This is an optimization exercise on Yosys and OpenROAD, whose aim is small area, a short achievable clock period and few clock cycles per item, not a production implementation.
Where RTL was checked, it was by simulation tests only, not by an equivalence proof against the original.
Function not checked in run 2: the RTL went through the layout flow alone.
Power figures rest on the tool's default switching activity, not on a simulated workload.

==> flow/design.v, too long to show whole: its modules and the start of the top module <==
// module anc_sequencer: 44 lines
// module anc_ref_delay_line: 68 lines
// module anc_booth_enc: 21 lines
// module anc_update_tree: 489 lines
// module anc_filter_tree: 806 lines
// module anc_channel: 93 lines
// module anc_top: 101 lines
module anc_top
(
    input  logic                clk,
    input  logic                rstn,
    input  logic                head_flag,
    input  anc_pkg::frame_in_t  frame,
    output anc_pkg::sample_t    dout,
    output logic                frame_done
);
  // ...
==> flow/flow/run.sh <==
#!/bin/bash
set -euo pipefail
bash standard.sh SETUP_SLACK_MARGIN=9.3 "BUFFER_PORTS_ARGS=-buffer_cell sky130_fd_sc_hd__buf_2" finish > run_make.log 2>&1
==> flow/standard.sh <==
#!/bin/bash
# synth_recipe.tcl (not shown) runs the flow's synth.tcl, then flattens the netlist and writes it again
# the make line also repeats each setting of config.mk as NAME=value (left out here)
make -C /OpenROAD-flow-scripts/flow DESIGN_CONFIG=/design/flow/config.mk WORK_HOME=/design/flow/orfs CLKGATE_MAP_FILE= SYNTH_SCRIPT=/design/flow/synth_recipe.tcl "${@:-finish}"
==> flow/config.mk <==
export PLATFORM = sky130hd
export DESIGN_NAME = anc_top
export DESIGN_NICKNAME = anc_top
export VERILOG_FILES = /design/flow/design.v
export SDC_FILE = /design/flow/constraint.sdc
export NUM_CORES = 4
export LEC_CHECK = 0
export CAP_MARGIN = 20
export CORE_MARGIN = 2
export CORE_UTILIZATION = 70
export CTS_CLUSTER_DIAMETER = 90
export CTS_CLUSTER_SIZE = 27
export SLEW_MARGIN = 20
==> flow/constraint.sdc <==
create_clock -name core_clock -period 13.0 [get_ports {clk}]
set_input_delay 2.6000 -clock core_clock [delete_from_list [all_inputs] [get_ports {clk}]]
set_output_delay 2.6000 -clock core_clock [all_outputs]
set_load 0.01 [all_outputs]
==> results.toml, run 1 <==
[run_status]
status = "finished clean"

[critical_path]
worstSetupEndpoint = "dout[9]"
cp.arrival_ns = 1.21
crit_path_start = "dout[9]"
ff2ff_path_depth = 11
start_kind = "flop"
cp_cell_sequence = "buf_6"
path_buf_inv = 1

[route]
antenna_left = 0
vias_per_cell = 5.92
highest_layer = "met4"

[sta]
clock_skew_ns = 0.0254
slew_headroom = 0.305
max_slew.worst_pin.slew_ns = 1.04

[layout]
final_common_cell = "dfxtp_1"
nets = 6059
clk_share = 0.0263
signal_buffers = 136
seq-cell-share = 0.384
area_delta_synth_final_pct = 4.82
largestClassByArea = "multi-input gates"
nMultiInputCombCells = 3373

[logic_synthesis]
synthXorXnorAreaFrac = 0.104
ys_async_sr_fraction = 0.0150
synth_top_family_by_area = "adder cells"
synth_top_area_frac = 0.394

[grt]
grt_util_all_layers = 0.323
grtUsageMet2 = 0.519
grt_pass1_vias = 37700

[floorplanning]
dieArea_mm2 = 0.0834
dieHeight_um = 289
rows = 104

[clock_network]
ctsHtreeMaxLevel = 2
hold_buffers = 0
insertion_delay_ns = 0.66
clockBufferDepth = 3

[power]
p_sw_frac = 0.320
p_seq_mw = 3.75

[placement]
portBuffers = 59

[hold_path]
hold_path_end = "i_channel_a.s[2][14]"
Testbench counts, summed over its fixed seeds: cycles 35,200, frames 3,200.
==> module anc_ref_delay_line, before the edit <==
module anc_ref_delay_line
(
    input  logic              clk,
    input  logic              srstn,
    input  anc_pkg::sample_t  noise_ref,
    input  logic [10:0]       ph,
    input  logic              active,
    output logic [6:0]        ubo,
    output logic [6:0]        ubt,
    output logic [6:0]        ubn,
    output logic [6:0]        fbo,
    output logic [6:0]        fbt,
    output logic [6:0]        fbn
);
    anc_pkg::sample_t q [8];
    logic             turn;
    logic             shift;
    logic [6:0]       qbo, qbt, qbn;
    logic [6:0]       nbo, nbt, nbn;
    assign turn  = |ph[8:1];
    assign shift = ph[0] && active;
    anc_booth_enc i_enc_q (
        .x  (q[0]),
        .bo (qbo),
        .bt (qbt),
        .bn (qbn)
    );
    anc_booth_enc i_enc_n (
        .x  (noise_ref),
        .bo (nbo),
        .bt (nbt),
        .bn (nbn)
    );
    always_ff @(posedge clk)
    begin
        if (!srstn)
        begin
            for (int k = 0; k < 8; k++)
                q[k] <= '0;
        end
        else if (turn || shift)
        begin
            for (int k = 0; k < 7; k++)
                q[k] <= q[k+1];
            q[7] <= shift ? noise_ref : q[0];
        end
    end
    always_ff @(posedge clk)
    begin
        begin
            ubo <= qbo;
            ubt <= qbt;
            ubn <= qbn;
            if (ph[10])
            begin
                fbo <= nbo;
                fbt <= nbt;
                fbn <= nbn;
            end
            else
            begin
                fbo <= ubo;
                fbt <= ubt;
                fbn <= ubn;
            end
        end
    end
endmodule
==> module anc_channel, before the edit <==
module anc_channel
(
    input  logic              clk,
    input  logic              srstn,
    input  logic [13:0]       pn,        
    input  logic [10:0]       ph,
    input  logic              active,
    input  logic              wz,
    input  logic [6:0]        ubo,       
    input  logic [6:0]        ubt,
    input  logic [6:0]        ubn,
    input  logic [6:0]        fbo,       
    input  logic [6:0]        fbt,
    input  logic [6:0]        fbn,
    output anc_pkg::sample_t  err
);
    logic [29:0] s [9];
    logic [29:0] head;
    logic [29:0] tail;
    logic [43:0] u_a;
    logic [43:0] u_b;
    logic [43:0] ut_a;
    logic [43:0] ut_b;
    logic [43:0] u_sum;
    logic [29:0] acc_a;
    logic [29:0] acc_b;
    logic [29:0] acc_a_in;
    logic [29:0] acc_b_in;
    logic [29:0] ft_a;
    logic [29:0] ft_b;
    logic [29:0] e_sum;
    anc_pkg::sample_t err_next;
    assign head = wz ? 30'd0 : s[0];
    anc_update_tree i_update_tree (
        .e  (err),
        .w  (head),
        .bo (ubo),
        .bt (ubt),
        .bn (ubn),
        .ra (ut_a),
        .rb (ut_b)
    );
    assign u_sum = u_a + u_b;
    always_ff @(posedge clk)
    begin
        for (int k = 0; k < 8; k++)
            s[k] <= s[k+1];
        s[8] <= tail;
        u_a  <= ut_a;
        u_b  <= ut_b;
    end
    always_ff @(posedge clk)
    begin
        if (!srstn)
            tail <= '0;
        else
            tail <= u_sum[43:14];
    end
    assign acc_a_in = ph[4] ? 30'd0 : acc_a;
    assign acc_b_in = ph[4] ? 30'd0 : acc_b;
    anc_filter_tree i_filter_tree (
        .w     (tail),
        .acc_a (acc_a_in),
        .acc_b (acc_b_in),
        .bo    (fbo),
        .bt    (fbt),
        .bn    (fbn),
        .ra    (ft_a),
        .rb    (ft_b)
    );
    always_ff @(posedge clk)
    begin
        if (!srstn)
        begin
            acc_a <= '0;
            acc_b <= '0;
        end
        else
        begin
            acc_a <= ft_a;
            acc_b <= ft_b;
        end
    end
    assign e_sum    = acc_a + acc_b + {pn, 16'd0};
    assign err_next = ~e_sum[29:16];
    always_ff @(posedge clk)
    begin
        if (!srstn)
            err <= '0;
        else if (ph[1])
            err <= active ? err_next : '0;
    end
endmodule
==> module anc_top, before the edit <==
module anc_top
(
    input  logic                clk,
    input  logic                rstn,
    input  logic                head_flag,
    input  anc_pkg::frame_in_t  frame,
    output anc_pkg::sample_t    dout,
    output logic                frame_done
);
    logic              rst_q1;
    logic              rst_q2;
    logic              srstn;
    logic [10:0]       ph;
    logic              active;
    logic              wz;
    logic [6:0]        ubo, ubt, ubn;
    logic [6:0]        fbo, fbt, fbn;
    logic [13:0]       pa_n;
    logic [13:0]       pb_n;
    anc_pkg::sample_t  err_a;
    anc_pkg::sample_t  err_b;
    always_ff @(posedge clk or negedge rstn)
    begin
        if (!rstn)
        begin
            rst_q1 <= 1'b0;
            rst_q2 <= 1'b0;
        end
        else
        begin
            rst_q1 <= 1'b1;
            rst_q2 <= rst_q1;
        end
    end
    assign srstn = rst_q2;
    anc_sequencer i_sequencer (
        .clk        (clk),
        .rstn       (rstn),
        .srstn      (srstn),
        .head_flag  (head_flag),
        .ph         (ph),
        .active     (active),
        .wz         (wz),
        .frame_done (frame_done)
    );
    anc_ref_delay_line i_ref_delay_line (
        .clk       (clk),
        .srstn     (srstn),
        .noise_ref (frame.noise_ref),
        .ph        (ph),
        .active    (active),
        .ubo       (ubo),
        .ubt       (ubt),
        .ubn       (ubn),
        .fbo       (fbo),
        .fbt       (fbt),
        .fbn       (fbn)
    );
    always_ff @(posedge clk)
    begin
        pa_n <= ~frame.primary_a;
        pb_n <= ~frame.primary_b;
    end
    anc_channel i_channel_a (
        .clk    (clk),
        .srstn  (srstn),
        .pn     (pa_n),
        .ph     (ph),
        .active (active),
        .wz     (wz),
        .ubo    (ubo),
        .ubt    (ubt),
        .ubn    (ubn),
        .fbo    (fbo),
        .fbt    (fbt),
        .fbn    (fbn),
        .err    (err_a)
    );
    anc_channel i_channel_b (
        .clk    (clk),
        .srstn  (srstn),
        .pn     (pb_n),
        .ph     (ph),
        .active (active),
        .wz     (wz),
        .ubo    (ubo),
        .ubt    (ubt),
        .ubn    (ubn),
        .fbo    (fbo),
        .fbt    (fbt),
        .fbn    (fbn),
        .err    (err_b)
    );
    always_ff @(posedge clk or negedge rstn)
    begin
        if (!rstn)
            dout <= '0;
        else if (active && ph[7])
            dout <= err_a + err_b;
    end
endmodule
==> run 2, diff against run 1 <==
--- a/flow/design.v
+++ b/flow/design.v
@@ -67,75 +67,69 @@
 `timescale 1ns/1ps
 module anc_ref_delay_line
 (
     input  logic              clk,
     input  logic              srstn,
     input  anc_pkg::sample_t  noise_ref,
     input  logic [10:0]       ph,
     input  logic              active,
-    output logic [6:0]        ubo,
-    output logic [6:0]        ubt,
-    output logic [6:0]        ubn,
-    output logic [6:0]        fbo,
-    output logic [6:0]        fbt,
-    output logic [6:0]        fbn
+    output logic [20:0]       ud_a,      
+    output logic [20:0]       fd_a,      
+    output logic [20:0]       ud_bn,     
+    output logic [20:0]       fd_bn
 );
     anc_pkg::sample_t q [8];
+    anc_pkg::sample_t nr_q;
     logic             turn;
     logic             shift;
     logic [6:0]       qbo, qbt, qbn;
     logic [6:0]       nbo, nbt, nbn;
+    logic [20:0]      qd, nd;
     assign turn  = |ph[8:1];
     assign shift = ph[0] && active;
     anc_booth_enc i_enc_q (
         .x  (q[0]),
         .bo (qbo),
         .bt (qbt),
         .bn (qbn)
     );
     anc_booth_enc i_enc_n (
         .x  (noise_ref),
         .bo (nbo),
         .bt (nbt),
         .bn (nbn)
     );
+    assign qd = {qbn, qbt, qbo};
+    assign nd = {nbn, nbt, nbo};
+    always_ff @(posedge clk)
+    begin
+        if (ph[10])
+            nr_q <= noise_ref;
+    end
     always_ff @(posedge clk)
     begin
         if (!srstn)
         begin
             for (int k = 0; k < 8; k++)
                 q[k] <= '0;
         end
         else if (turn || shift)
         begin
             for (int k = 0; k < 7; k++)
                 q[k] <= q[k+1];
-            q[7] <= shift ? noise_ref : q[0];
+            q[7] <= shift ? nr_q : q[0];
         end
     end
     always_ff @(posedge clk)
     begin
-        begin
-            ubo <= qbo;
-            ubt <= qbt;
-            ubn <= qbn;
-            if (ph[10])
-            begin
-                fbo <= nbo;
-                fbt <= nbt;
-                fbn <= nbn;
-            end
-            else
-            begin
-                fbo <= ubo;
-                fbt <= ubt;
-                fbn <= ubn;
-            end
-        end
+        ud_a  <= qd;
+        ud_bn <= ~qd;
+        fd_a  <= ph[10] ? nd : ud_a;
+        fd_bn <= ph[10] ? ~nd : ud_bn;
     end
 endmodule
 `timescale 1ns/1ps
 module anc_booth_enc
 (
     input  anc_pkg::sample_t  x,
     output logic [6:0]        bo,
     output logic [6:0]        bt,
@@ -411,44 +405,44 @@
     assign ut_5 = bn[6] ^ (((bo[0] & e[12]) | (bt[0] & e[11])) ^ bn[0]) ^ (((bo[1] & e[10]) | (bt[1] & e[9])) ^ bn[1]);
     assign ut_6 = (bn[6] & (((bo[0] & e[12]) | (bt[0] & e[11])) ^ bn[0])) | (bn[6] & (((bo[1] & e[10]) | (bt[1] & e[9])) ^ bn[1])) | ((((bo[0] & e[12]) | (bt[0] & e[11])) ^ bn[0]) & (((bo[1] & e[10]) | (bt[1] & e[9])) ^ bn[1]));
     assign ut_7 = (((bo[2] & e[8]) | (bt[2] & e[7])) ^ bn[2]) ^ (((bo[3] & e[6]) | (bt[3] & e[5])) ^ bn[3]);
     assign ut_8 = (((bo[2] & e[8]) | (bt[2] & e[7])) ^ bn[2]) & (((bo[3] & e[6]) | (bt[3] & e[5])) ^ bn[3]);
     assign ut_9 = (((bo[0] & e[13]) | (bt[0] & e[12])) ^ bn[0]) ^ (((bo[1] & e[11]) | (bt[1] & e[10])) ^ bn[1]) ^ (((bo[2] & e[9]) | (bt[2] & e[8])) ^ bn[2]);
     assign ut_10 = ((((bo[0] & e[13]) | (bt[0] & e[12])) ^ bn[0]) & (((bo[1] & e[11]) | (bt[1] & e[10])) ^ bn[1])) | ((((bo[0] & e[13]) | (bt[0] & e[12])) ^ bn[0]) & (((bo[2] & e[9]) | (bt[2] & e[8])) ^ bn[2])) | ((((bo[1] & e[11]) | (bt[1] & e[10])) ^ bn[1]) & (((bo[2] & e[9]) | (bt[2] & e[8])) ^ bn[2]));
     assign ut_11 = (((bo[3] & e[7]) | (bt[3] & e[6])) ^ bn[3]) ^ (((bo[4] & e[5]) | (bt[4] & e[4])) ^ bn[4]);
     assign ut_12 = (((bo[3] & e[7]) | (bt[3] & e[6])) ^ bn[3]) & (((bo[4] & e[5]) | (bt[4] & e[4])) ^ bn[4]);
-    assign ut_13 = w[0] ^ (((bo[0] & e[13]) | (bt[0] & e[13])) ^ bn[0]) ^ (((bo[1] & e[12]) | (bt[1] & e[11])) ^ bn[1]);
-    assign ut_14 = (w[0] & (((bo[0] & e[13]) | (bt[0] & e[13])) ^ bn[0])) | (w[0] & (((bo[1] & e[12]) | (bt[1] & e[11])) ^ bn[1])) | ((((bo[0] & e[13]) | (bt[0] & e[13])) ^ bn[0]) & (((bo[1] & e[12]) | (bt[1] & e[11])) ^ bn[1]));
-    assign ut_15 = (((bo[2] & e[10]) | (bt[2] & e[9])) ^ bn[2]) ^ (((bo[3] & e[8]) | (bt[3] & e[7])) ^ bn[3]) ^ (((bo[4] & e[6]) | (bt[4] & e[5])) ^ bn[4]);
-    assign ut_16 = ((((bo[2] & e[10]) | (bt[2] & e[9])) ^ bn[2]) & (((bo[3] & e[8]) | (bt[3] & e[7])) ^ bn[3])) | ((((bo[2] & e[10]) | (bt[2] & e[9])) ^ bn[2]) & (((bo[4] & e[6]) | (bt[4] & e[5])) ^ bn[4])) | ((((bo[3] & e[8]) | (bt[3] & e[7])) ^ bn[3]) & (((bo[4] & e[6]) | (bt[4] & e[5])) ^ bn[4]));
-    assign ut_17 = ~(w[1] ^ ~(((bo[0] & e[13]) | (bt[0] & e[13])) ^ bn[0]));
-    assign ut_18 = w[1] | ~(((bo[0] & e[13]) | (bt[0] & e[13])) ^ bn[0]);
-    assign ut_19 = (((bo[1] & e[13]) | (bt[1] & e[12])) ^ bn[1]) ^ (((bo[2] & e[11]) | (bt[2] & e[10])) ^ bn[2]) ^ (((bo[3] & e[9]) | (bt[3] & e[8])) ^ bn[3]);
-    assign ut_20 = ((((bo[1] & e[13]) | (bt[1] & e[12])) ^ bn[1]) & (((bo[2] & e[11]) | (bt[2] & e[10])) ^ bn[2])) | ((((bo[1] & e[13]) | (bt[1] & e[12])) ^ bn[1]) & (((bo[3] & e[9]) | (bt[3] & e[8])) ^ bn[3])) | ((((bo[2] & e[11]) | (bt[2] & e[10])) ^ bn[2]) & (((bo[3] & e[9]) | (bt[3] & e[8])) ^ bn[3]));
-    assign ut_21 = (((bo[4] & e[7]) | (bt[4] & e[6])) ^ bn[4]) ^ (((bo[5] & e[5]) | (bt[5] & e[4])) ^ bn[5]);
-    assign ut_22 = (((bo[4] & e[7]) | (bt[4] & e[6])) ^ bn[4]) & (((bo[5] & e[5]) | (bt[5] & e[4])) ^ bn[5]);
-    assign ut_23 = ~(w[2] ^ (((bo[1] & e[13]) | (bt[1] & e[13])) ^ bn[1]));
-    assign ut_24 = w[2] | (((bo[1] & e[13]) | (bt[1] & e[13])) ^ bn[1]);
-    assign ut_25 = (((bo[2] & e[12]) | (bt[2] & e[11])) ^ bn[2]) ^ (((bo[3] & e[10]) | (bt[3] & e[9])) ^ bn[3]) ^ (((bo[4] & e[8]) | (bt[4] & e[7])) ^ bn[4]);
-    assign ut_26 = ((((bo[2] & e[12]) | (bt[2] & e[11])) ^ bn[2]) & (((bo[3] & e[10]) | (bt[3] & e[9])) ^ bn[3])) | ((((bo[2] & e[12]) | (bt[2] & e[11])) ^ bn[2]) & (((bo[4] & e[8]) | (bt[4] & e[7])) ^ bn[4])) | ((((bo[3] & e[10]) | (bt[3] & e[9])) ^ bn[3]) & (((bo[4] & e[8]) | (bt[4] & e[7])) ^ bn[4]));
-    assign ut_27 = (((bo[5] & e[6]) | (bt[5] & e[5])) ^ bn[5]) ^ (((bo[6] & e[4]) | (bt[6] & e[3])) ^ bn[6]);
-    assign ut_28 = (((bo[5] & e[6]) | (bt[5] & e[5])) ^ bn[5]) & (((bo[6] & e[4]) | (bt[6] & e[3])) ^ bn[6]);
-    assign ut_29 = w[3] ^ ~(((bo[1] & e[13]) | (bt[1] & e[13])) ^ bn[1]) ^ (((bo[2] & e[13]) | (bt[2] & e[12])) ^ bn[2]);
-    assign ut_30 = (w[3] & ~(((bo[1] & e[13]) | (bt[1] & e[13])) ^ bn[1])) | (w[3] & (((bo[2] & e[13]) | (bt[2] & e[12])) ^ bn[2])) | (~(((bo[1] & e[13]) | (bt[1] & e[13])) ^ bn[1]) & (((bo[2] & e[13]) | (bt[2] & e[12])) ^ bn[2]));
-    assign ut_31 = (((bo[3] & e[11]) | (bt[3] & e[10])) ^ bn[3]) ^ (((bo[4] & e[9]) | (bt[4] & e[8])) ^ bn[4]) ^ (((bo[5] & e[7]) | (bt[5] & e[6])) ^ bn[5]);
-    assign ut_32 = ((((bo[3] & e[11]) | (bt[3] & e[10])) ^ bn[3]) & (((bo[4] & e[9]) | (bt[4] & e[8])) ^ bn[4])) | ((((bo[3] & e[11]) | (bt[3] & e[10])) ^ bn[3]) & (((bo[5] & e[7]) | (bt[5] & e[6])) ^ bn[5])) | ((((bo[4] & e[9]) | (bt[4] & e[8])) ^ bn[4]) & (((bo[5] & e[7]) | (bt[5] & e[6])) ^ bn[5]));
-    assign ut_33 = ~(w[4] ^ (((bo[2] & e[13]) | (bt[2] & e[13])) ^ bn[2]));
-    assign ut_34 = w[4] | (((bo[2] & e[13]) | (bt[2] & e[13])) ^ bn[2]);
-    assign ut_35 = (((bo[3] & e[12]) | (bt[3] & e[11])) ^ bn[3]) ^ (((bo[4] & e[10]) | (bt[4] & e[9])) ^ bn[4]);
-    assign ut_36 = (((bo[3] & e[12]) | (bt[3] & e[11])) ^ bn[3]) & (((bo[4] & e[10]) | (bt[4] & e[9])) ^ bn[4]);
-    assign ut_37 = w[5] ^ ~(((bo[2] & e[13]) | (bt[2] & e[13])) ^ bn[2]) ^ (((bo[3] & e[13]) | (bt[3] & e[12])) ^ bn[3]);
-    assign ut_38 = (w[5] & ~(((bo[2] & e[13]) | (bt[2] & e[13])) ^ bn[2])) | (w[5] & (((bo[3] & e[13]) | (bt[3] & e[12])) ^ bn[3])) | (~(((bo[2] & e[13]) | (bt[2] & e[13])) ^ bn[2]) & (((bo[3] & e[13]) | (bt[3] & e[12])) ^ bn[3]));
-    assign ut_39 = ~w[6];
-    assign ut_40 = w[6];
+    assign ut_13 = (((bo[0] & e[13]) | (bt[0] & e[13])) ^ bn[0]) ^ (((bo[1] & e[12]) | (bt[1] & e[11])) ^ bn[1]) ^ (((bo[2] & e[10]) | (bt[2] & e[9])) ^ bn[2]);
+    assign ut_14 = ((((bo[0] & e[13]) | (bt[0] & e[13])) ^ bn[0]) & (((bo[1] & e[12]) | (bt[1] & e[11])) ^ bn[1])) | ((((bo[0] & e[13]) | (bt[0] & e[13])) ^ bn[0]) & (((bo[2] & e[10]) | (bt[2] & e[9])) ^ bn[2])) | ((((bo[1] & e[12]) | (bt[1] & e[11])) ^ bn[1]) & (((bo[2] & e[10]) | (bt[2] & e[9])) ^ bn[2]));
+    assign ut_15 = (((bo[3] & e[8]) | (bt[3] & e[7])) ^ bn[3]) ^ (((bo[4] & e[6]) | (bt[4] & e[5])) ^ bn[4]) ^ (((bo[5] & e[4]) | (bt[5] & e[3])) ^ bn[5]);
+    assign ut_16 = ((((bo[3] & e[8]) | (bt[3] & e[7])) ^ bn[3]) & (((bo[4] & e[6]) | (bt[4] & e[5])) ^ bn[4])) | ((((bo[3] & e[8]) | (bt[3] & e[7])) ^ bn[3]) & (((bo[5] & e[4]) | (bt[5] & e[3])) ^ bn[5])) | ((((bo[4] & e[6]) | (bt[4] & e[5])) ^ bn[4]) & (((bo[5] & e[4]) | (bt[5] & e[3])) ^ bn[5]));
+    assign ut_17 = ~(~(((bo[0] & e[13]) | (bt[0] & e[13])) ^ bn[0]) ^ (((bo[1] & e[13]) | (bt[1] & e[12])) ^ bn[1]));
+    assign ut_18 = ~(((bo[0] & e[13]) | (bt[0] & e[13])) ^ bn[0]) | (((bo[1] & e[13]) | (bt[1] & e[12])) ^ bn[1]);
+    assign ut_19 = (((bo[2] & e[11]) | (bt[2] & e[10])) ^ bn[2]) ^ (((bo[3] & e[9]) | (bt[3] & e[8])) ^ bn[3]) ^ (((bo[4] & e[7]) | (bt[4] & e[6])) ^ bn[4]);
+    assign ut_20 = ((((bo[2] & e[11]) | (bt[2] & e[10])) ^ bn[2]) & (((bo[3] & e[9]) | (bt[3] & e[8])) ^ bn[3])) | ((((bo[2] & e[11]) | (bt[2] & e[10])) ^ bn[2]) & (((bo[4] & e[7]) | (bt[4] & e[6])) ^ bn[4])) | ((((bo[3] & e[9]) | (bt[3] & e[8])) ^ bn[3]) & (((bo[4] & e[7]) | (bt[4] & e[6])) ^ bn[4]));
+    assign ut_21 = (((bo[5] & e[5]) | (bt[5] & e[4])) ^ bn[5]) ^ (((bo[6] & e[3]) | (bt[6] & e[2])) ^ bn[6]);
+    assign ut_22 = (((bo[5] & e[5]) | (bt[5] & e[4])) ^ bn[5]) & (((bo[6] & e[3]) | (bt[6] & e[2])) ^ bn[6]);
+    assign ut_23 = ~((((bo[1] & e[13]) | (bt[1] & e[13])) ^ bn[1]) ^ (((bo[2] & e[12]) | (bt[2] & e[11])) ^ bn[2]));
+    assign ut_24 = (((bo[1] & e[13]) | (bt[1] & e[13])) ^ bn[1]) | (((bo[2] & e[12]) | (bt[2] & e[11])) ^ bn[2]);
+    assign ut_25 = (((bo[3] & e[10]) | (bt[3] & e[9])) ^ bn[3]) ^ (((bo[4] & e[8]) | (bt[4] & e[7])) ^ bn[4]) ^ (((bo[5] & e[6]) | (bt[5] & e[5])) ^ bn[5]);
+    assign ut_26 = ((((bo[3] & e[10]) | (bt[3] & e[9])) ^ bn[3]) & (((bo[4] & e[8]) | (bt[4] & e[7])) ^ bn[4])) | ((((bo[3] & e[10]) | (bt[3] & e[9])) ^ bn[3]) & (((bo[5] & e[6]) | (bt[5] & e[5])) ^ bn[5])) | ((((bo[4] & e[8]) | (bt[4] & e[7])) ^ bn[4]) & (((bo[5] & e[6]) | (bt[5] & e[5])) ^ bn[5]));
+    assign ut_27 = (((bo[6] & e[4]) | (bt[6] & e[3])) ^ bn[6]) ^ w[2];
+    assign ut_28 = (((bo[6] & e[4]) | (bt[6] & e[3])) ^ bn[6]) & w[2];
+    assign ut_29 = ~(((bo[1] & e[13]) | (bt[1] & e[13])) ^ bn[1]) ^ (((bo[2] & e[13]) | (bt[2] & e[12])) ^ bn[2]) ^ (((bo[3] & e[11]) | (bt[3] & e[10])) ^ bn[3]);
+    assign ut_30 = (~(((bo[1] & e[13]) | (bt[1] & e[13])) ^ bn[1]) & (((bo[2] & e[13]) | (bt[2] & e[12])) ^ bn[2])) | (~(((bo[1] & e[13]) | (bt[1] & e[13])) ^ bn[1]) & (((bo[3] & e[11]) | (bt[3] & e[10])) ^ bn[3])) | ((((bo[2] & e[13]) | (bt[2] & e[12])) ^ bn[2]) & (((bo[3] & e[11]) | (bt[3] & e[10])) ^ bn[3]));
+    assign ut_31 = (((bo[4] & e[9]) | (bt[4] & e[8])) ^ bn[4]) ^ (((bo[5] & e[7]) | (bt[5] & e[6])) ^ bn[5]) ^ (((bo[6] & e[5]) | (bt[6] & e[4])) ^ bn[6]);
+    assign ut_32 = ((((bo[4] & e[9]) | (bt[4] & e[8])) ^ bn[4]) & (((bo[5] & e[7]) | (bt[5] & e[6])) ^ bn[5])) | ((((bo[4] & e[9]) | (bt[4] & e[8])) ^ bn[4]) & (((bo[6] & e[5]) | (bt[6] & e[4])) ^ bn[6])) | ((((bo[5] & e[7]) | (bt[5] & e[6])) ^ bn[5]) & (((bo[6] & e[5]) | (bt[6] & e[4])) ^ bn[6]));
+    assign ut_33 = ~((((bo[2] & e[13]) | (bt[2] & e[13])) ^ bn[2]) ^ (((bo[3] & e[12]) | (bt[3] & e[11])) ^ bn[3]));
+    assign ut_34 = (((bo[2] & e[13]) | (bt[2] & e[13])) ^ bn[2]) | (((bo[3] & e[12]) | (bt[3] & e[11])) ^ bn[3]);
+    assign ut_35 = (((bo[4] & e[10]) | (bt[4] & e[9])) ^ bn[4]) ^ (((bo[5] & e[8]) | (bt[5] & e[7])) ^ bn[5]);
+    assign ut_36 = (((bo[4] & e[10]) | (bt[4] & e[9])) ^ bn[4]) & (((bo[5] & e[8]) | (bt[5] & e[7])) ^ bn[5]);
+    assign ut_37 = ~(((bo[2] & e[13]) | (bt[2] & e[13])) ^ bn[2]) ^ (((bo[3] & e[13]) | (bt[3] & e[12])) ^ bn[3]) ^ (((bo[4] & e[11]) | (bt[4] & e[10])) ^ bn[4]);
+    assign ut_38 = (~(((bo[2] & e[13]) | (bt[2] & e[13])) ^ bn[2]) & (((bo[3] & e[13]) | (bt[3] & e[12])) ^ bn[3])) | (~(((bo[2] & e[13]) | (bt[2] & e[13])) ^ bn[2]) & (((bo[4] & e[11]) | (bt[4] & e[10])) ^ bn[4])) | ((((bo[3] & e[13]) | (bt[3] & e[12])) ^ bn[3]) & (((bo[4] & e[11]) | (bt[4] & e[10])) ^ bn[4]));
+    assign ut_39 = ~(((bo[3] & e[13]) | (bt[3] & e[13])) ^ bn[3]);
+    assign ut_40 = (((bo[3] & e[13]) | (bt[3] & e[13])) ^ bn[3]);
     assign ut_41 = bn[3] ^ (((bo[0] & e[6]) | (bt[0] & e[5])) ^ bn[0]);
     assign ut_42 = bn[3] & (((bo[0] & e[6]) | (bt[0] & e[5])) ^ bn[0]);
     assign ut_43 = (((bo[0] & e[7]) | (bt[0] & e[6])) ^ bn[0]) ^ (((bo[1] & e[5]) | (bt[1] & e[4])) ^ bn[1]);
     assign ut_44 = (((bo[0] & e[7]) | (bt[0] & e[6])) ^ bn[0]) & (((bo[1] & e[5]) | (bt[1] & e[4])) ^ bn[1]);
     assign ut_45 = bn[4] ^ (((bo[0] & e[8]) | (bt[0] & e[7])) ^ bn[0]) ^ (((bo[1] & e[6]) | (bt[1] & e[5])) ^ bn[1]);
     assign ut_46 = (bn[4] & (((bo[0] & e[8]) | (bt[0] & e[7])) ^ bn[0])) | (bn[4] & (((bo[1] & e[6]) | (bt[1] & e[5])) ^ bn[1])) | ((((bo[0] & e[8]) | (bt[0] & e[7])) ^ bn[0]) & (((bo[1] & e[6]) | (bt[1] & e[5])) ^ bn[1]));
     assign ut_47 = (((bo[2] & e[4]) | (bt[2] & e[3])) ^ bn[2]) ^ (((bo[3] & e[2]) | (bt[3] & e[1])) ^ bn[3]);
     assign ut_48 = (((bo[2] & e[4]) | (bt[2] & e[3])) ^ bn[2]) & (((bo[3] & e[2]) | (bt[3] & e[1])) ^ bn[3]);
@@ -467,56 +461,56 @@
     assign ut_61 = (((bo[4] & e[4]) | (bt[4] & e[3])) ^ bn[4]) ^ (((bo[5] & e[2]) | (bt[5] & e[1])) ^ bn[5]) ^ ((bo[6] & e[0]) ^ bn[6]);
     assign ut_62 = ((((bo[4] & e[4]) | (bt[4] & e[3])) ^ bn[4]) & (((bo[5] & e[2]) | (bt[5] & e[1])) ^ bn[5])) | ((((bo[4] & e[4]) | (bt[4] & e[3])) ^ bn[4]) & ((bo[6] & e[0]) ^ bn[6])) | ((((bo[5] & e[2]) | (bt[5] & e[1])) ^ bn[5]) & ((bo[6] & e[0]) ^ bn[6]));
     assign ut_63 = ut_4 ^ ut_7 ^ ut_5;
     assign ut_64 = (ut_4 & ut_7) | (ut_4 & ut_5) | (ut_7 & ut_5);
     assign ut_65 = (((bo[5] & e[3]) | (bt[5] & e[2])) ^ bn[5]) ^ (((bo[6] & e[1]) | (bt[6] & e[0])) ^ bn[6]) ^ ut_8;
     assign ut_66 = ((((bo[5] & e[3]) | (bt[5] & e[2])) ^ bn[5]) & (((bo[6] & e[1]) | (bt[6] & e[0])) ^ bn[6])) | ((((bo[5] & e[3]) | (bt[5] & e[2])) ^ bn[5]) & ut_8) | ((((bo[6] & e[1]) | (bt[6] & e[0])) ^ bn[6]) & ut_8);
     assign ut_67 = ut_11 ^ ut_6 ^ ut_9;
     assign ut_68 = (ut_11 & ut_6) | (ut_11 & ut_9) | (ut_6 & ut_9);
-    assign ut_69 = (((bo[5] & e[4]) | (bt[5] & e[3])) ^ bn[5]) ^ (((bo[6] & e[2]) | (bt[6] & e[1])) ^ bn[6]) ^ ut_12;
-    assign ut_70 = ((((bo[5] & e[4]) | (bt[5] & e[3])) ^ bn[5]) & (((bo[6] & e[2]) | (bt[6] & e[1])) ^ bn[6])) | ((((bo[5] & e[4]) | (bt[5] & e[3])) ^ bn[5]) & ut_12) | ((((bo[6] & e[2]) | (bt[6] & e[1])) ^ bn[6]) & ut_12);
+    assign ut_69 = (((bo[6] & e[2]) | (bt[6] & e[1])) ^ bn[6]) ^ w[0] ^ ut_12;
+    assign ut_70 = ((((bo[6] & e[2]) | (bt[6] & e[1])) ^ bn[6]) & w[0]) | ((((bo[6] & e[2]) | (bt[6] & e[1])) ^ bn[6]) & ut_12) | (w[0] & ut_12);
     assign ut_71 = ut_10 ^ ut_13 ^ ut_15;
     assign ut_72 = (ut_10 & ut_13) | (ut_10 & ut_15) | (ut_13 & ut_15);
-    assign ut_73 = (((bo[6] & e[3]) | (bt[6] & e[2])) ^ bn[6]) ^ ut_21 ^ ut_14;
-    assign ut_74 = ((((bo[6] & e[3]) | (bt[6] & e[2])) ^ bn[6]) & ut_21) | ((((bo[6] & e[3]) | (bt[6] & e[2])) ^ bn[6]) & ut_14) | (ut_21 & ut_14);
+    assign ut_73 = w[1] ^ ut_21 ^ ut_14;
+    assign ut_74 = (w[1] & ut_21) | (w[1] & ut_14) | (ut_21 & ut_14);
     assign ut_75 = ut_16 ^ ut_17 ^ ut_19;
     assign ut_76 = (ut_16 & ut_17) | (ut_16 & ut_19) | (ut_17 & ut_19);
     assign ut_77 = ut_22 ^ ut_27 ^ ut_18;
     assign ut_78 = (ut_22 & ut_27) | (ut_22 & ut_18) | (ut_27 & ut_18);
     assign ut_79 = ut_20 ^ ut_23 ^ ut_25;
     assign ut_80 = (ut_20 & ut_23) | (ut_20 & ut_25) | (ut_23 & ut_25);
-    assign ut_81 = (((bo[6] & e[5]) | (bt[6] & e[4])) ^ bn[6]) ^ ut_28 ^ ut_24;
-    assign ut_82 = ((((bo[6] & e[5]) | (bt[6] & e[4])) ^ bn[6]) & ut_28) | ((((bo[6] & e[5]) | (bt[6] & e[4])) ^ bn[6]) & ut_24) | (ut_28 & ut_24);
+    assign ut_81 = w[3] ^ ut_28 ^ ut_24;
+    assign ut_82 = (w[3] & ut_28) | (w[3] & ut_24) | (ut_28 & ut_24);
     assign ut_83 = ut_26 ^ ut_29 ^ ut_31;
     assign ut_84 = (ut_26 & ut_29) | (ut_26 & ut_31) | (ut_29 & ut_31);
-    assign ut_85 = (((bo[5] & e[8]) | (bt[5] & e[7])) ^ bn[5]) ^ (((bo[6] & e[6]) | (bt[6] & e[5])) ^ bn[6]) ^ ut_35;
-    assign ut_86 = ((((bo[5] & e[8]) | (bt[5] & e[7])) ^ bn[5]) & (((bo[6] & e[6]) | (bt[6] & e[5])) ^ bn[6])) | ((((bo[5] & e[8]) | (bt[5] & e[7])) ^ bn[5]) & ut_35) | ((((bo[6] & e[6]) | (bt[6] & e[5])) ^ bn[6]) & ut_35);
+    assign ut_85 = (((bo[6] & e[6]) | (bt[6] & e[5])) ^ bn[6]) ^ w[4] ^ ut_35;
+    assign ut_86 = ((((bo[6] & e[6]) | (bt[6] & e[5])) ^ bn[6]) & w[4]) | ((((bo[6] & e[6]) | (bt[6] & e[5])) ^ bn[6]) & ut_35) | (w[4] & ut_35);
     assign ut_87 = ut_30 ^ ut_32 ^ ut_33;
     assign ut_88 = (ut_30 & ut_32) | (ut_30 & ut_33) | (ut_32 & ut_33);
-    assign ut_89 = (((bo[4] & e[11]) | (bt[4] & e[10])) ^ bn[4]) ^ (((bo[5] & e[9]) | (bt[5] & e[8])) ^ bn[5]) ^ (((bo[6] & e[7]) | (bt[6] & e[6])) ^ bn[6]);
-    assign ut_90 = ((((bo[4] & e[11]) | (bt[4] & e[10])) ^ bn[4]) & (((bo[5] & e[9]) | (bt[5] & e[8])) ^ bn[5])) | ((((bo[4] & e[11]) | (bt[4] & e[10])) ^ bn[4]) & (((bo[6] & e[7]) | (bt[6] & e[6])) ^ bn[6])) | ((((bo[5] & e[9]) | (bt[5] & e[8])) ^ bn[5]) & (((bo[6] & e[7]) | (bt[6] & e[6])) ^ bn[6]));
+    assign ut_89 = (((bo[5] & e[9]) | (bt[5] & e[8])) ^ bn[5]) ^ (((bo[6] & e[7]) | (bt[6] & e[6])) ^ bn[6]) ^ w[5];
+    assign ut_90 = ((((bo[5] & e[9]) | (bt[5] & e[8])) ^ bn[5]) & (((bo[6] & e[7]) | (bt[6] & e[6])) ^ bn[6])) | ((((bo[5] & e[9]) | (bt[5] & e[8])) ^ bn[5]) & w[5]) | ((((bo[6] & e[7]) | (bt[6] & e[6])) ^ bn[6]) & w[5]);
     assign ut_91 = ut_36 ^ ut_34 ^ ut_37;
     assign ut_92 = (ut_36 & ut_34) | (ut_36 & ut_37) | (ut_34 & ut_37);
-    assign ut_93 = ut_39 ^ (((bo[3] & e[13]) | (bt[3] & e[13])) ^ bn[3]) ^ (((bo[4] & e[12]) | (bt[4] & e[11])) ^ bn[4]);
-    assign ut_94 = (ut_39 & (((bo[3] & e[13]) | (bt[3] & e[13])) ^ bn[3])) | (ut_39 & (((bo[4] & e[12]) | (bt[4] & e[11])) ^ bn[4])) | ((((bo[3] & e[13]) | (bt[3] & e[13])) ^ bn[3]) & (((bo[4] & e[12]) | (bt[4] & e[11])) ^ bn[4]));
-    assign ut_95 = (((bo[5] & e[10]) | (bt[5] & e[9])) ^ bn[5]) ^ (((bo[6] & e[8]) | (bt[6] & e[7])) ^ bn[6]) ^ ut_38;
-    assign ut_96 = ((((bo[5] & e[10]) | (bt[5] & e[9])) ^ bn[5]) & (((bo[6] & e[8]) | (bt[6] & e[7])) ^ bn[6])) | ((((bo[5] & e[10]) | (bt[5] & e[9])) ^ bn[5]) & ut_38) | ((((bo[6] & e[8]) | (bt[6] & e[7])) ^ bn[6]) & ut_38);
-    assign ut_97 = w[7] ^ ut_40 ^ ~(((bo[3] & e[13]) | (bt[3] & e[13])) ^ bn[3]);
-    assign ut_98 = (w[7] & ut_40) | (w[7] & ~(((bo[3] & e[13]) | (bt[3] & e[13])) ^ bn[3])) | (ut_40 & ~(((bo[3] & e[13]) | (bt[3] & e[13])) ^ bn[3]));
-    assign ut_99 = (((bo[4] & e[13]) | (bt[4] & e[12])) ^ bn[4]) ^ (((bo[5] & e[11]) | (bt[5] & e[10])) ^ bn[5]) ^ (((bo[6] & e[9]) | (bt[6] & e[8])) ^ bn[6]);
-    assign ut_100 = ((((bo[4] & e[13]) | (bt[4] & e[12])) ^ bn[4]) & (((bo[5] & e[11]) | (bt[5] & e[10])) ^ bn[5])) | ((((bo[4] & e[13]) | (bt[4] & e[12])) ^ bn[4]) & (((bo[6] & e[9]) | (bt[6] & e[8])) ^ bn[6])) | ((((bo[5] & e[11]) | (bt[5] & e[10])) ^ bn[5]) & (((bo[6] & e[9]) | (bt[6] & e[8])) ^ bn[6]));
-    assign ut_101 = ~(w[8] ^ (((bo[4] & e[13]) | (bt[4] & e[13])) ^ bn[4]));
-    assign ut_102 = w[8] | (((bo[4] & e[13]) | (bt[4] & e[13])) ^ bn[4]);
-    assign ut_103 = (((bo[5] & e[12]) | (bt[5] & e[11])) ^ bn[5]) ^ (((bo[6] & e[10]) | (bt[6] & e[9])) ^ bn[6]);
-    assign ut_104 = (((bo[5] & e[12]) | (bt[5] & e[11])) ^ bn[5]) & (((bo[6] & e[10]) | (bt[6] & e[9])) ^ bn[6]);
-    assign ut_105 = w[9] ^ ~(((bo[4] & e[13]) | (bt[4] & e[13])) ^ bn[4]) ^ (((bo[5] & e[13]) | (bt[5] & e[12])) ^ bn[5]);
-    assign ut_106 = (w[9] & ~(((bo[4] & e[13]) | (bt[4] & e[13])) ^ bn[4])) | (w[9] & (((bo[5] & e[13]) | (bt[5] & e[12])) ^ bn[5])) | (~(((bo[4] & e[13]) | (bt[4] & e[13])) ^ bn[4]) & (((bo[5] & e[13]) | (bt[5] & e[12])) ^ bn[5]));
-    assign ut_107 = ~w[10];
-    assign ut_108 = w[10];
+    assign ut_93 = (((bo[4] & e[12]) | (bt[4] & e[11])) ^ bn[4]) ^ (((bo[5] & e[10]) | (bt[5] & e[9])) ^ bn[5]) ^ (((bo[6] & e[8]) | (bt[6] & e[7])) ^ bn[6]);
+    assign ut_94 = ((((bo[4] & e[12]) | (bt[4] & e[11])) ^ bn[4]) & (((bo[5] & e[10]) | (bt[5] & e[9])) ^ bn[5])) | ((((bo[4] & e[12]) | (bt[4] & e[11])) ^ bn[4]) & (((bo[6] & e[8]) | (bt[6] & e[7])) ^ bn[6])) | ((((bo[5] & e[10]) | (bt[5] & e[9])) ^ bn[5]) & (((bo[6] & e[8]) | (bt[6] & e[7])) ^ bn[6]));
+    assign ut_95 = w[6] ^ ut_39 ^ ut_38;
+    assign ut_96 = (w[6] & ut_39) | (w[6] & ut_38) | (ut_39 & ut_38);
+    assign ut_97 = ~(((bo[3] & e[13]) | (bt[3] & e[13])) ^ bn[3]) ^ (((bo[4] & e[13]) | (bt[4] & e[12])) ^ bn[4]) ^ (((bo[5] & e[11]) | (bt[5] & e[10])) ^ bn[5]);
+    assign ut_98 = (~(((bo[3] & e[13]) | (bt[3] & e[13])) ^ bn[3]) & (((bo[4] & e[13]) | (bt[4] & e[12])) ^ bn[4])) | (~(((bo[3] & e[13]) | (bt[3] & e[13])) ^ bn[3]) & (((bo[5] & e[11]) | (bt[5] & e[10])) ^ bn[5])) | ((((bo[4] & e[13]) | (bt[4] & e[12])) ^ bn[4]) & (((bo[5] & e[11]) | (bt[5] & e[10])) ^ bn[5]));
+    assign ut_99 = (((bo[6] & e[9]) | (bt[6] & e[8])) ^ bn[6]) ^ w[7] ^ ut_40;
+    assign ut_100 = ((((bo[6] & e[9]) | (bt[6] & e[8])) ^ bn[6]) & w[7]) | ((((bo[6] & e[9]) | (bt[6] & e[8])) ^ bn[6]) & ut_40) | (w[7] & ut_40);
+    assign ut_101 = ~((((bo[4] & e[13]) | (bt[4] & e[13])) ^ bn[4]) ^ (((bo[5] & e[12]) | (bt[5] & e[11])) ^ bn[5]));
+    assign ut_102 = (((bo[4] & e[13]) | (bt[4] & e[13])) ^ bn[4]) | (((bo[5] & e[12]) | (bt[5] & e[11])) ^ bn[5]);
+    assign ut_103 = (((bo[6] & e[10]) | (bt[6] & e[9])) ^ bn[6]) ^ w[8];
+    assign ut_104 = (((bo[6] & e[10]) | (bt[6] & e[9])) ^ bn[6]) & w[8];
+    assign ut_105 = ~(((bo[4] & e[13]) | (bt[4] & e[13])) ^ bn[4]) ^ (((bo[5] & e[13]) | (bt[5] & e[12])) ^ bn[5]) ^ (((bo[6] & e[11]) | (bt[6] & e[10])) ^ bn[6]);
+    assign ut_106 = (~(((bo[4] & e[13]) | (bt[4] & e[13])) ^ bn[4]) & (((bo[5] & e[13]) | (bt[5] & e[12])) ^ bn[5])) | (~(((bo[4] & e[13]) | (bt[4] & e[13])) ^ bn[4]) & (((bo[6] & e[11]) | (bt[6] & e[10])) ^ bn[6])) | ((((bo[5] & e[13]) | (bt[5] & e[12])) ^ bn[5]) & (((bo[6] & e[11]) | (bt[6] & e[10])) ^ bn[6]));
+    assign ut_107 = ~(((bo[5] & e[13]) | (bt[5] & e[13])) ^ bn[5]);
+    assign ut_108 = (((bo[5] & e[13]) | (bt[5] & e[13])) ^ bn[5]);
     assign ut_109 = bn[2] ^ (((bo[0] & e[4]) | (bt[0] & e[3])) ^ bn[0]);
     assign ut_110 = bn[2] & (((bo[0] & e[4]) | (bt[0] & e[3])) ^ bn[0]);
     assign ut_111 = (((bo[0] & e[5]) | (bt[0] & e[4])) ^ bn[0]) ^ (((bo[1] & e[3]) | (bt[1] & e[2])) ^ bn[1]);
     assign ut_112 = (((bo[0] & e[5]) | (bt[0] & e[4])) ^ bn[0]) & (((bo[1] & e[3]) | (bt[1] & e[2])) ^ bn[1]);
     assign ut_113 = (((bo[1] & e[4]) | (bt[1] & e[3])) ^ bn[1]) ^ (((bo[2] & e[2]) | (bt[2] & e[1])) ^ bn[2]) ^ ((bo[3] & e[0]) ^ bn[3]);
     assign ut_114 = ((((bo[1] & e[4]) | (bt[1] & e[3])) ^ bn[1]) & (((bo[2] & e[2]) | (bt[2] & e[1])) ^ bn[2])) | ((((bo[1] & e[4]) | (bt[1] & e[3])) ^ bn[1]) & ((bo[3] & e[0]) ^ bn[3])) | ((((bo[2] & e[2]) | (bt[2] & e[1])) ^ bn[2]) & ((bo[3] & e[0]) ^ bn[3]));
     assign ut_115 = (((bo[2] & e[3]) | (bt[2] & e[2])) ^ bn[2]) ^ (((bo[3] & e[1]) | (bt[3] & e[0])) ^ bn[3]) ^ ut_42;
     assign ut_116 = ((((bo[2] & e[3]) | (bt[2] & e[2])) ^ bn[2]) & (((bo[3] & e[1]) | (bt[3] & e[0])) ^ bn[3])) | ((((bo[2] & e[3]) | (bt[2] & e[2])) ^ bn[2]) & ut_42) | ((((bo[3] & e[1]) | (bt[3] & e[0])) ^ bn[3]) & ut_42);
@@ -543,26 +537,26 @@
     assign ut_137 = ut_85 ^ ut_82 ^ ut_84;
     assign ut_138 = (ut_85 & ut_82) | (ut_85 & ut_84) | (ut_82 & ut_84);
     assign ut_139 = ut_89 ^ ut_86 ^ ut_88;
     assign ut_140 = (ut_89 & ut_86) | (ut_89 & ut_88) | (ut_86 & ut_88);
     assign ut_141 = ut_90 ^ ut_93 ^ ut_92;
     assign ut_142 = (ut_90 & ut_93) | (ut_90 & ut_92) | (ut_93 & ut_92);
     assign ut_143 = ut_94 ^ ut_97 ^ ut_99;
     assign ut_144 = (ut_94 & ut_97) | (ut_94 & ut_99) | (ut_97 & ut_99);
-    assign ut_145 = ut_103 ^ ut_98 ^ ut_100;
-    assign ut_146 = (ut_103 & ut_98) | (ut_103 & ut_100) | (ut_98 & ut_100);
-    assign ut_147 = (((bo[6] & e[11]) | (bt[6] & e[10])) ^ bn[6]) ^ ut_104 ^ ut_102;
-    assign ut_148 = ((((bo[6] & e[11]) | (bt[6] & e[10])) ^ bn[6]) & ut_104) | ((((bo[6] & e[11]) | (bt[6] & e[10])) ^ bn[6]) & ut_102) | (ut_104 & ut_102);
-    assign ut_149 = ut_107 ^ (((bo[5] & e[13]) | (bt[5] & e[13])) ^ bn[5]) ^ (((bo[6] & e[12]) | (bt[6] & e[11])) ^ bn[6]);
-    assign ut_150 = (ut_107 & (((bo[5] & e[13]) | (bt[5] & e[13])) ^ bn[5])) | (ut_107 & (((bo[6] & e[12]) | (bt[6] & e[11])) ^ bn[6])) | ((((bo[5] & e[13]) | (bt[5] & e[13])) ^ bn[5]) & (((bo[6] & e[12]) | (bt[6] & e[11])) ^ bn[6]));
-    assign ut_151 = w[11] ^ ut_108 ^ ~(((bo[5] & e[13]) | (bt[5] & e[13])) ^ bn[5]);
-    assign ut_152 = (w[11] & ut_108) | (w[11] & ~(((bo[5] & e[13]) | (bt[5] & e[13])) ^ bn[5])) | (ut_108 & ~(((bo[5] & e[13]) | (bt[5] & e[13])) ^ bn[5]));
-    assign ut_153 = ~w[12];
-    assign ut_154 = w[12];
+    assign ut_145 = ut_103 ^ ut_98 ^ ut_101;
+    assign ut_146 = (ut_103 & ut_98) | (ut_103 & ut_101) | (ut_98 & ut_101);
+    assign ut_147 = w[9] ^ ut_104 ^ ut_102;
+    assign ut_148 = (w[9] & ut_104) | (w[9] & ut_102) | (ut_104 & ut_102);
+    assign ut_149 = (((bo[6] & e[12]) | (bt[6] & e[11])) ^ bn[6]) ^ w[10] ^ ut_107;
+    assign ut_150 = ((((bo[6] & e[12]) | (bt[6] & e[11])) ^ bn[6]) & w[10]) | ((((bo[6] & e[12]) | (bt[6] & e[11])) ^ bn[6]) & ut_107) | (w[10] & ut_107);
+    assign ut_151 = ~(((bo[5] & e[13]) | (bt[5] & e[13])) ^ bn[5]) ^ (((bo[6] & e[13]) | (bt[6] & e[12])) ^ bn[6]) ^ w[11];
+    assign ut_152 = (~(((bo[5] & e[13]) | (bt[5] & e[13])) ^ bn[5]) & (((bo[6] & e[13]) | (bt[6] & e[12])) ^ bn[6])) | (~(((bo[5] & e[13]) | (bt[5] & e[13])) ^ bn[5]) & w[11]) | ((((bo[6] & e[13]) | (bt[6] & e[12])) ^ bn[6]) & w[11]);
+    assign ut_153 = ~(((bo[6] & e[13]) | (bt[6] & e[13])) ^ bn[6]);
+    assign ut_154 = (((bo[6] & e[13]) | (bt[6] & e[13])) ^ bn[6]);
     assign ut_155 = bn[1] ^ (((bo[0] & e[2]) | (bt[0] & e[1])) ^ bn[0]);
     assign ut_156 = bn[1] & (((bo[0] & e[2]) | (bt[0] & e[1])) ^ bn[0]);
     assign ut_157 = (((bo[0] & e[3]) | (bt[0] & e[2])) ^ bn[0]) ^ (((bo[1] & e[1]) | (bt[1] & e[0])) ^ bn[1]);
     assign ut_158 = (((bo[0] & e[3]) | (bt[0] & e[2])) ^ bn[0]) & (((bo[1] & e[1]) | (bt[1] & e[0])) ^ bn[1]);
     assign ut_159 = (((bo[1] & e[2]) | (bt[1] & e[1])) ^ bn[1]) ^ ((bo[2] & e[0]) ^ bn[2]) ^ ut_109;
     assign ut_160 = ((((bo[1] & e[2]) | (bt[1] & e[1])) ^ bn[1]) & ((bo[2] & e[0]) ^ bn[2])) | ((((bo[1] & e[2]) | (bt[1] & e[1])) ^ bn[1]) & ut_109) | (((bo[2] & e[0]) ^ bn[2]) & ut_109);
     assign ut_161 = (((bo[2] & e[1]) | (bt[2] & e[0])) ^ bn[2]) ^ ut_110 ^ ut_111;
     assign ut_162 = ((((bo[2] & e[1]) | (bt[2] & e[0])) ^ bn[2]) & ut_110) | ((((bo[2] & e[1]) | (bt[2] & e[0])) ^ bn[2]) & ut_111) | (ut_110 & ut_111);
@@ -591,30 +585,30 @@
     assign ut_185 = ut_83 ^ ut_134 ^ ut_135;
     assign ut_186 = (ut_83 & ut_134) | (ut_83 & ut_135) | (ut_134 & ut_135);
     assign ut_187 = ut_87 ^ ut_136 ^ ut_137;
     assign ut_188 = (ut_87 & ut_136) | (ut_87 & ut_137) | (ut_136 & ut_137);
     assign ut_189 = ut_91 ^ ut_138 ^ ut_139;
     assign ut_190 = (ut_91 & ut_138) | (ut_91 & ut_139) | (ut_138 & ut_139);
     assign ut_191 = ut_95 ^ ut_140 ^ ut_141;
     assign ut_192 = (ut_95 & ut_140) | (ut_95 & ut_141) | (ut_140 & ut_141);
-    assign ut_193 = ut_143 ^ ut_96 ^ ut_142;
-    assign ut_194 = (ut_143 & ut_96) | (ut_143 & ut_142) | (ut_96 & ut_142);
-    assign ut_195 = ut_101 ^ ut_144 ^ ut_145;
-    assign ut_196 = (ut_101 & ut_144) | (ut_101 & ut_145) | (ut_144 & ut_145);
+    assign ut_193 = ut_96 ^ ut_143 ^ ut_142;
+    assign ut_194 = (ut_96 & ut_143) | (ut_96 & ut_142) | (ut_143 & ut_142);
+    assign ut_195 = ut_100 ^ ut_145 ^ ut_144;
+    assign ut_196 = (ut_100 & ut_145) | (ut_100 & ut_144) | (ut_145 & ut_144);
     assign ut_197 = ut_105 ^ ut_146 ^ ut_147;
     assign ut_198 = (ut_105 & ut_146) | (ut_105 & ut_147) | (ut_146 & ut_147);
-    assign ut_199 = ut_149 ^ ut_106 ^ ut_148;
-    assign ut_200 = (ut_149 & ut_106) | (ut_149 & ut_148) | (ut_106 & ut_148);
-    assign ut_201 = (((bo[6] & e[13]) | (bt[6] & e[12])) ^ bn[6]) ^ ut_150 ^ ut_151;
-    assign ut_202 = ((((bo[6] & e[13]) | (bt[6] & e[12])) ^ bn[6]) & ut_150) | ((((bo[6] & e[13]) | (bt[6] & e[12])) ^ bn[6]) & ut_151) | (ut_150 & ut_151);
-    assign ut_203 = ut_153 ^ (((bo[6] & e[13]) | (bt[6] & e[13])) ^ bn[6]) ^ ut_152;
-    assign ut_204 = (ut_153 & (((bo[6] & e[13]) | (bt[6] & e[13])) ^ bn[6])) | (ut_153 & ut_152) | ((((bo[6] & e[13]) | (bt[6] & e[13])) ^ bn[6]) & ut_152);
-    assign ut_205 = w[13] ^ ut_154 ^ ~(((bo[6] & e[13]) | (bt[6] & e[13])) ^ bn[6]);
-    assign ut_206 = (w[13] & ut_154) | (w[13] & ~(((bo[6] & e[13]) | (bt[6] & e[13])) ^ bn[6])) | (ut_154 & ~(((bo[6] & e[13]) | (bt[6] & e[13])) ^ bn[6]));
+    assign ut_199 = ut_106 ^ ut_149 ^ ut_148;
+    assign ut_200 = (ut_106 & ut_149) | (ut_106 & ut_148) | (ut_149 & ut_148);
+    assign ut_201 = ut_108 ^ ut_151 ^ ut_150;
+    assign ut_202 = (ut_108 & ut_151) | (ut_108 & ut_150) | (ut_151 & ut_150);
+    assign ut_203 = w[12] ^ ut_153 ^ ut_152;
+    assign ut_204 = (w[12] & ut_153) | (w[12] & ut_152) | (ut_153 & ut_152);
+    assign ut_205 = ~(((bo[6] & e[13]) | (bt[6] & e[13])) ^ bn[6]) ^ w[13] ^ ut_154;
+    assign ut_206 = (~(((bo[6] & e[13]) | (bt[6] & e[13])) ^ bn[6]) & w[13]) | (~(((bo[6] & e[13]) | (bt[6] & e[13])) ^ bn[6]) & ut_154) | (w[13] & ut_154);
     assign ut_207 = ~w[14];
     assign ut_208 = w[14];
     assign ut_209 = ~w[15];
     assign ut_210 = w[15];
     assign ut_211 = ~w[16];
     assign ut_212 = w[16];
     assign ut_213 = ~w[17];
     assign ut_214 = w[17];
@@ -1504,31 +1498,31 @@
     end
     always_ff @(posedge clk)
     begin
         if (!srstn)
             tail <= '0;
         else
             tail <= u_sum[43:14];
     end
-    assign acc_a_in = ph[4] ? 30'd0 : acc_a;
-    assign acc_b_in = ph[4] ? 30'd0 : acc_b;
+    assign acc_a_in = acc_a;
+    assign acc_b_in = acc_b;
     anc_filter_tree i_filter_tree (
         .w     (tail),
         .acc_a (acc_a_in),
         .acc_b (acc_b_in),
         .bo    (fbo),
         .bt    (fbt),
         .bn    (fbn),
         .ra    (ft_a),
         .rb    (ft_b)
     );
     always_ff @(posedge clk)
     begin
-        if (!srstn)
+        if (!srstn || ph[3])
         begin
             acc_a <= '0;
             acc_b <= '0;
         end
         else
         begin
             acc_a <= ft_a;
             acc_b <= ft_b;
@@ -1549,98 +1543,93 @@
 (
     input  logic                clk,
     input  logic                rstn,
     input  logic                head_flag,
     input  anc_pkg::frame_in_t  frame,
     output anc_pkg::sample_t    dout,
     output logic                frame_done
 );
-    logic              rst_q1;
-    logic              rst_q2;
     logic              srstn;
     logic [10:0]       ph;
     logic              active;
     logic              wz;
-    logic [6:0]        ubo, ubt, ubn;
-    logic [6:0]        fbo, fbt, fbn;
+    logic [20:0]       ud_a, fd_a;
+    logic [20:0]       ud_bn, fd_bn;
+    logic [20:0]       ud_b, fd_b;
     logic [13:0]       pa_n;
     logic [13:0]       pb_n;
     anc_pkg::sample_t  err_a;
     anc_pkg::sample_t  err_b;
     always_ff @(posedge clk or negedge rstn)
     begin
         if (!rstn)
-        begin
-            rst_q1 <= 1'b0;
-            rst_q2 <= 1'b0;
-        end
+            srstn <= 1'b0;
         else
-        begin
-            rst_q1 <= 1'b1;
-            rst_q2 <= rst_q1;
-        end
+            srstn <= 1'b1;
     end
-    assign srstn = rst_q2;
     anc_sequencer i_sequencer (
         .clk        (clk),
         .rstn       (rstn),
         .srstn      (srstn),
         .head_flag  (head_flag),
         .ph         (ph),
         .active     (active),
         .wz         (wz),
         .frame_done (frame_done)
     );
     anc_ref_delay_line i_ref_delay_line (
         .clk       (clk),
         .srstn     (srstn),
         .noise_ref (frame.noise_ref),
         .ph        (ph),
         .active    (active),
-        .ubo       (ubo),
-        .ubt       (ubt),
-        .ubn       (ubn),
-        .fbo       (fbo),
-        .fbt       (fbt),
-        .fbn       (fbn)
+        .ud_a      (ud_a),
+        .fd_a      (fd_a),
+        .ud_bn     (ud_bn),
+        .fd_bn     (fd_bn)
     );
+    assign ud_b = ~ud_bn;
+    assign fd_b = ~fd_bn;
     always_ff @(posedge clk)
     begin
-        pa_n <= ~frame.primary_a;
-        pb_n <= ~frame.primary_b;
+        if (ph[10])
+        begin
+            pa_n <= ~frame.primary_a;
+            pb_n <= ~frame.primary_b;
+        end
     end
     anc_channel i_channel_a (
         .clk    (clk),
         .srstn  (srstn),
         .pn     (pa_n),
         .ph     (ph),
         .active (active),
         .wz     (wz),
-        .ubo    (ubo),
-        .ubt    (ubt),
-        .ubn    (ubn),
-        .fbo    (fbo),
-        .fbt    (fbt),
-        .fbn    (fbn),
+        .ubo    (ud_a[6:0]),
+        .ubt    (ud_a[13:7]),
+        .ubn    (ud_a[20:14]),
+        .fbo    (fd_a[6:0]),
+        .fbt    (fd_a[13:7]),
+        .fbn    (fd_a[20:14]),
         .err    (err_a)
     );
     anc_channel i_channel_b (
         .clk    (clk),
         .srstn  (srstn),
         .pn     (pb_n),
         .ph     (ph),
         .active (active),
         .wz     (wz),
-        .ubo    (ubo),
-        .ubt    (ubt),
-        .ubn    (ubn),
-        .fbo    (fbo),
-        .fbt    (fbt),
-        .fbn    (fbn),
+        .ubo    (ud_b[6:0]),
+        .ubt    (ud_b[13:7]),
+        .ubn    (ud_b[20:14]),
+        .fbo    (fd_b[6:0]),
+        .fbt    (fd_b[13:7]),
+        .fbn    (fd_b[20:14]),
         .err    (err_b)
     );
     always_ff @(posedge clk or negedge rstn)
     begin
         if (!rstn)
             dout <= '0;
         else if (active && ph[7])
             dout <= err_a + err_b;
==> flow/flow/run.sh (replaced) <==
#!/bin/bash
set -euo pipefail
bash standard.sh SETUP_SLACK_MARGIN=9.5 finish > run_make.log 2>&1
==> flow/config.mk (replaced) <==
export PLATFORM = sky130hd
export DESIGN_NAME = anc_top
export DESIGN_NICKNAME = anc_top
export VERILOG_FILES = /design/flow/design.v
export SDC_FILE = /design/flow/constraint.sdc
export NUM_CORES = 4
export LEC_CHECK = 0
export CAP_MARGIN = 20
export CORE_MARGIN = 2
export CORE_UTILIZATION = 60
export SLEW_MARGIN = 20
==> results.toml, run 2 <==
[critical_path]
crit_path_end_kind = "primary output"
critPathMaxStageDelay_ns = 0.50
cp.arrival_ns = 1.38
cp_cell_sequence = "buf_6"
crit_slowest_cell = "dfrtp_2"
ff2ff_path_depth = 7
cp.depth = 1
crit_family = "flip-flops"
cp_data_required_time_ns = 10.40
path_buf_inv = 1
worstSetupPathType = "reg -> out"
start_kind = "flop"
critPathMaxFanout = 2

[sta]
clock_skew_ns = 0.0251
clock.fmax_ghz = 0.251
fin_ws_ns = 9.02
whs_ns = 0.312
min_period_over_period = 0.306
min_period_ns = 3.98
slew_headroom = 0.338
finalHoldViolCount = 0
max_slew.worst_pin.slew_ns = 0.992
report.final.slew_viol_count = 0
rsz0062_at_grt = "true"
setup_viol = 0
tns_ns = 0

[grt]
grt_pass1_vias = 39300
antenna_found_initial = 2
grt-ovfl-total = 0
grt_max_degree = 97
grt_pass1_wl_um = 230000
grt_util_all_layers = 0.301

[route]
antenna_left = 0
routedWlPerCell_um = 21.6
firstDrtPassIters = 6
drtIter0Drc = 3382
vias_per_cell = 5.73
wl_um = 149000
drc = 0
vias = 39600

[clock_network]
clock_sinks = 1190
path_clk_slew_ns = 0.06
numCtsBuffers = 117
hold_buffers = 0
cts_root_buffer = "clkbuf_16"
cts_tree = "done"
clockBufferDepth = 3
ctsHtreeMaxLevel = 3
insertion_delay_ns = 0.74

[power]
internal-power_mw = 7.01
p_total_mw = 10.1
p_comb_frac = 0.249
power_leakage_nw = 26.9
power_density_mw_per_mm2 = 155
seqPwrFrac = 0.394
vdd_drop_max_mv = 0.137
p_clk_frac = 0.357
power.net_switching_mw = 3.08
p_sw_frac = 0.305

[hold_path]
holdPathStages = 0
hold_class = "reg -> reg"

[layout]
largestRegisters = "i_channel_a.s (270), i_channel_b.s (270), i_ref_delay_line.q (112)"
nets = 6346
area_delta_synth_final_pct = 10.8
antennaDiodeCount = 0
final_common_cell = "dfxtp_1"
drive_above_1_share = 0.0804
final_cell_mix = "dfxtp_1 (1065), inv_1 (641), xnor2_1 (509)"
fin_cells = 6911

[floorplanning]
fp.dieW_um = 317
dieHeight_um = 317
ios = 60
core_area_mm2 = 0.0967
dieArea_mm2 = 0.100
start_util = 0.606
rows = 114

[placement]
dp_cells = 6641
post-dp-hpwl_um = 102000
portBuffers = 59
gp_congestion = 0.881
dp_slack_ns = 8.68

[job]
cap_violations = 0

[logic_synthesis]
synth_edf_count = 42
syn_inst = 5592
yosysMostFrequentCell = "dfxtp_1"
yosysTopAreaCell = "dfxtp_1"
synth.distinct_cells = 70
ys.flop_type = "dfxtp_1"
ys_ff_latch = 1190
synth.cell_area_mm2 = 0.0586
syn-num-nets = 6405
synth.area.top_cells = "dfxtp_1 (39%), fa_1 (17%), xnor2_1 (7.6%), ha_1 (5.6%), inv_1 (4.2%)"
ys_async_sr_fraction = 0.0134
synth_top_area_frac = 0.387
ys_seq_area_frac = 0.415
syn_area_per_cell_um2 = 10.5
synthTopCellsByCount = "dfxtp_1 (1132), inv_1 (659), xnor2_1 (511)"
yosys_warnings = 8

[run_status]
status = "finished clean"
-- run 2: layout make-up --
class	count	area, µm²
well taps	1276	1600
inverters	675	2620
clock buffers	156	3350
repair inverters	4	22.5
multi-input cells	3394	30600
repair buffers	151	1460
fillers	7696	31800
clock inverters	65	886
flip-flops and latches	1190	24400
-- run 2: final timing paths --
path,start,endpoint,slack [ns]
max,dout[10],dout[10],9.02
max reg2reg,i_ref_delay_line.ud_bn[11],i_channel_b.u_b[22],9.53
min reg2reg,i_channel_b.s[8][29],i_channel_b.s[7][29],0.31
min in group asynchronous,rstn,dout[0],2.36
min,i_channel_b.s[8][29],i_channel_b.s[7][29],0.31
max in group asynchronous,rstn,dout[10],10.06
-- run 2: cells by family after synthesis --
| group | Yosys count | share of synthesized area |
|---|---|---|
| other | 1 | 0.0000640 |
| DFF | 1190 | 0.415 |
| muxes | 20 | 0.00354 |
| buffers and inverters | 1008 | 0.0646 |
| and+or+nand+nor | 869 | 0.0692 |
| xor gates and xnor gates | 672 | 0.100 |
| AOI/OAI and AO/OA | 1064 | 0.118 |
| adders and majority gates | 768 | 0.229 |
-- run 2: worst register-to-register path, stage by stage (launching register included) --
cell,delay [ns]
dfxtp_1,0.83
inv_1,0.35
o21ai_0,0.51
xnor2_1,0.34
ha_1,0.34
fa_1,0.48
inv_1,0.05
fa_1,0.44
-- run 2: metal layers --
layer	vias to the layer above	routed length [µm]	global-route usage
met4	4	4430	0.0959
met2	1597	65300	0.456
li1	18100	-	-
met1	19600	65800	0.433
met5	-	27	0
met3	275	13500	0.0641
-- run 2: through the flow --
step | area [µm²] | utilization
final | 64900 | 0.671
after global routing | 64900 | 0.671
after CTS | 64200 | 0.664
after detailed placement | 59900 | 0.620
after global placement | 59900 | 0.620
after floorplan | 58600 | -
-- run 2: power by group through the flow --
stage	sequential (mW)	combinational, mW	clock, mW
after floorplan	3.99	1.83	0
after global placement	4.05	2.42	0
after detailed placement	4.05	2.46	0
after CTS	3.97	2.49	3.68
after global routing	3.99	2.93	3.83
final	3.98	2.51	3.61
-- run 2: what timing repair did --
item / in CTS / in global routing
buffers inserted: 7 / 38
pin swaps: 0 / 1
gates resized for setup: 93 / 117
gates cloned: 0 / 4
setup endpoints to repair: 77 / 102

## afterwards: timing with drivers on the ports
The results above use ideal ports. As a check the final layouts listed here were re-extracted and re-timed, cells and wires unchanged. Step 1 (the two cells are an assumption about what drives the block):
set clk [get_ports {clk}]
set_driving_cell -lib_cell sky130_fd_sc_hd__clkbuf_16 $clk
set_driving_cell -lib_cell sky130_fd_sc_hd__buf_2 [delete_from_list [all_inputs] $clk]
Step 2 times the ports against the registers' clock, not the clock port: input delays grow and output delays shrink by t, the midpoint of the rising clock arrivals with the driver on. Slacks: ideal ports / drivers / drivers and shift; pairs: ideal ports / drivers.
run	t, ns	slack for setup (ns)	hold slack, ns
run 1	0.722	9.187 / 9.121 / 9.256	0.318 / 0.318 / 0.318
run 2	0.795	9.020 / 8.947 / 8.830	0.312 / 0.312 / 0.312
After both steps setup and hold are still met in every run listed. The setup slack of run 2, which loses most, moves by -0.073 ns with the drivers and by -0.190 ns with both steps.
